This is an optimization exercise on Yosys and OpenROAD, whose aim is small area, a short achievable clock period and few clock cycles, not a production implementation.
Only simulation tests tie the RTL to the original design; equivalence was not proved.

Setup of fjord:
Design tag_store_top, start of the top module:
module tag_store_top (
  input  logic                   clk_i,
  input  logic                   rst_i,
  input  logic [(1 + 4 + $clog2(16) + 8 + 1)-1:0]   req_i,
  input  logic                   valid_i,
  output logic                   ready_o,
  input  logic [4-1:0]    lock_i,
  output logic [(4 + 2 + 8)-1:0]   res_o,
  output logic                   valid_o,
  input  logic                   ready_i
);
For scale: about 2300 cells after synthesis, ~900 flip-flops, roughly 42 I/O pins.
clock: 7.0 ns
lec_check: 0
abc_clock_period_in_ps: 2500
cap_margin: 20
core_margin: 2
core_utilization: 40
cts_buf_list: sky130_fd_sc_hd__clkbuf_16
cts_cluster_diameter: 80
cts_cluster_size: 30
setup_slack_margin: 4.5
slew_margin: 20
run.sh (not shown) runs the stock make flow with config.mk's settings and CLKGATE_MAP_FILE= SYNTH_SCRIPT=/design/flow/synth_recipe.tcl, a recipe that flattens the netlist after the stock synthesis.
fjord finished every step from synthesis to the final layout, and the layout passed the timing, DRC and antenna checks.
Testbench counts of fjord, summed over its fixed seeds: cycles 12,024.
[inputs] pepper vs fjord
diff --git a/flow/design.v b/flow/design.v
--- a/flow/design.v
+++ b/flow/design.v
@@ -79,60 +79,52 @@
     rd_dirty = '0;
     rd_ptr   = '0;
     for (int w = 0; w < 4; w++) rd_tag[w] = '0;
     for (int s = 0; s < 16; s++) begin
       rd_valid = rd_valid | ({4{a_sel[s]}} & m_valid[s]);
       rd_dirty = rd_dirty | ({4{a_sel[s]}} & m_dirty[s]);
       rd_ptr   = rd_ptr   | ({2{a_sel[s]}} & m_ptr[s]);
       for (int w = 0; w < 4; w++) rd_tag[w] = rd_tag[w] | ({8{a_sel[s]}} & m_tag[s][w]);
     end
   end
   logic        b_v, b_flush, b_dirty, b_same, b_found;
-  logic [3:0]  b_ind, b_idx, b_fsoh;
+  logic [3:0]  b_ind, b_idx;
   logic [7:0]  b_tag;
   logic [3:0]  b_hit0, b_hitk, b_vic0, b_ahitx;
   logic        b_ahit0;
   logic [3:0]  hit0_n, hitk_n;
   logic [3:0]  b_vick [4];
   logic [3:0]  b_valid0, b_dirtyv;
   logic [1:0]  b_ptr;
   logic [7:0]  b_tags [4];
   logic        same_n, eq_prev;
-  logic [3:0]  v0, fsoh;
+  logic [3:0]  v0;
   assign same_n  = b_v && (b_idx == a_idx);
   assign eq_prev = (b_tag == a_tag);
   assign v0      = rd_valid & ~((same_n && b_flush) ? b_ind : 4'b0);
-  always_comb begin
-    if (a_ind[0])      fsoh = 4'b0001;
-    else if (a_ind[1]) fsoh = 4'b0010;
-    else if (a_ind[2]) fsoh = 4'b0100;
-    else if (a_ind[3]) fsoh = 4'b1000;
-    else               fsoh = 4'b0001;
-  end
   always_comb begin
     for (int w = 0; w < 4; w++) begin
       hit0_n[w] = a_ind[w] & v0[w] & (rd_tag[w] == a_tag);
       hitk_n[w] = a_ind[w] & eq_prev;
     end
   end
   always_ff @(posedge clk_i) begin
     if (rst_i) b_v <= 1'b0;
     else       b_v <= a_v;
     b_flush  <= a_req[17];
     b_ind    <= a_ind;
     b_idx    <= a_idx;
     b_tag    <= a_tag;
     b_dirty  <= a_req[0];
     b_same   <= same_n;
     b_found  <= |a_elig;
-    b_fsoh   <= fsoh;
     b_hit0   <= hit0_n;
     b_hitk   <= hitk_n;
     b_ahit0  <= |hit0_n;
     for (int k = 0; k < 4; k++) begin
       b_ahitx[k] <= (|(hit0_n & ~(4'b0001 << k))) | hitk_n[k];
       b_tags[k]  <= rd_tag[k];
     end
     b_vic0   <= victim_oh(a_elig, v0, rd_ptr);
     for (int k = 0; k < 4; k++)
       b_vick[k] <= victim_oh(a_elig, rd_valid | (4'b0001 << k), 2'(k + 1));
     b_valid0 <= v0;
@@ -178,23 +170,25 @@
   assign refill    = lookup & ~any_hit & b_found;
   assign refill_oh = {4{refill}} & vic_oh;
   assign dirty_upd = lookup & any_hit & b_dirty & ~hit_dirty;
   always_comb begin
     if (b_flush)     n_valid = c_valid & ~b_ind;
     else             n_valid = c_valid | refill_oh;
     if (dirty_upd)   n_dirty = c_dirty | hit;
     else if (refill) n_dirty = (c_dirty & ~vic_oh) | (vic_oh & {4{b_dirty}});
     else             n_dirty = c_dirty;
     n_ptr = refill ? vic + 2'd1 : c_ptr;
   end
-  assign sel_oh = b_flush ? b_fsoh : vic_oh;
+  logic [3:0]  fsoh;
+  assign fsoh   = {b_ind[3] & ~|b_ind[2:0], b_ind[2] & ~|b_ind[1:0], b_ind[1] & ~b_ind[0], ~|b_ind[3:1] | b_ind[0]};
+  assign sel_oh = b_flush ? fsoh : vic_oh;
   assign ev_oh  = sel_oh & c_valid;
   always_comb begin
     etag = '0;
     for (int w = 0; w < 4; w++) etag = etag | ({8{ev_oh[w]}} & c_tag[w]);
     c_res = '0;
     if (lookup && any_hit) begin
       c_res[13:10] = hit;
       c_res[9]     = 1'b1;
     end else if (b_flush || b_found) begin
       c_res[13:10] = b_flush ? b_ind : vic_oh;
       c_res[8]     = |(ev_oh & c_dirty);
@@ -203,50 +197,49 @@
   end
   always_ff @(posedge clk_i) begin
     w_valid <= n_valid;
     w_dirty <= n_dirty;
     w_ptr   <= n_ptr;
     w_mod   <= refill_oh;
     w_any   <= refill;
     w_tag   <= b_tag;
   end
   always_ff @(posedge clk_i) begin
     for (int s = 0; s < 16; s++) begin
-      if (rst_i) begin
-        m_valid[s] <= '0;
-        m_ptr[s]   <= '0;
-      end else if (b_v && (b_idx == 4'(s))) begin
-        m_valid[s] <= n_valid;
-        m_ptr[s]   <= n_ptr;
+      if (rst_i || (b_v && (b_idx == 4'(s)))) begin
+        m_valid[s] <= n_valid & {4{~rst_i}};
+        m_ptr[s]   <= n_ptr & {2{~rst_i}};
       end
       if (b_v && (b_idx == 4'(s))) begin
         m_dirty[s] <= n_dirty;
         for (int w = 0; w < 4; w++)
           if (refill_oh[w]) m_tag[s][w] <= b_tag;
       end
     end
   end
   logic [13:0] q [QD];
   logic [2:0]  qn_q;
   logic        vo_q;
   logic [2:0]  qn_next;
   assign qn_next = qn_q + {2'b0, b_v} - {2'b0, pop};
   always_ff @(posedge clk_i) begin
     if (rst_i) begin
       qn_q <= '0;
       vo_q <= 1'b0;
     end else begin
       qn_q <= qn_next;
       vo_q <= qn_next != 3'd0;
     end
     for (int i = 0; i < QD; i++) begin
-      if (pop) begin
+      if (rst_i && (i == 0)) begin
+        q[i] <= '0;
+      end else if (pop) begin
         if (b_v && (qn_q == 3'(i + 1))) q[i] <= c_res;
         else if (i < QD - 1)            q[i] <= q[(i + 1) % QD];
       end else if (b_v && (qn_q == 3'(i))) begin
         q[i] <= c_res;
       end
     end
   end
   assign valid_o = vo_q;
   assign res_o   = q[0];
 endmodule
==> comparison <==
pepper: done, clean on timing, DRC and antenna
Delta(period utilization, pepper - fjord) < 0
The floorplan die area was comparable across fjord and pepper.
In pepper, the minimum period implied by the final worst setup slack came out 0.059 ns below the value in fjord.
Comparing fjord and pepper, the higher placed instance count is on fjord.
For the number of buffers other than clock buffers in the final layout, pepper came in about 4% higher than fjord did.
Testbench counts of pepper, summed over its fixed seeds: cycles 12,024.

-- port drivers added, routing unchanged --
The flow's constraints put no driver on any port. The routed layouts listed below were extracted and timed again, unchanged, in two steps. Step 1 sets driving cells, clkbuf_16 on the clock port and buf_2 on the other inputs (assumed; they add their load-dependent delay and slew). Step 2 also shifts input and output timing later by t, the mid clock arrival at the registers, as if the neighbouring blocks saw the same clock. Slacks: no drivers / after step 1 / after step 2; pairs: no drivers / after step 1.
run | shift t [ns] | slack for setup (ns) | worst hold slack (ns) | worst setup path after step 2
fjord | 0.679 | 4.407 / 4.377 / 3.914 | 0.330 / 0.330 / 0.330 | input to register
pepper | 0.661 | 4.467 / 4.452 / 3.937 | 0.374 / 0.374 / 0.374 | input to register
After both steps setup and hold are still met in every run listed. For pepper, which loses most, drivers alone change the setup slack by -0.015 ns; drivers and shift together by -0.530 ns.
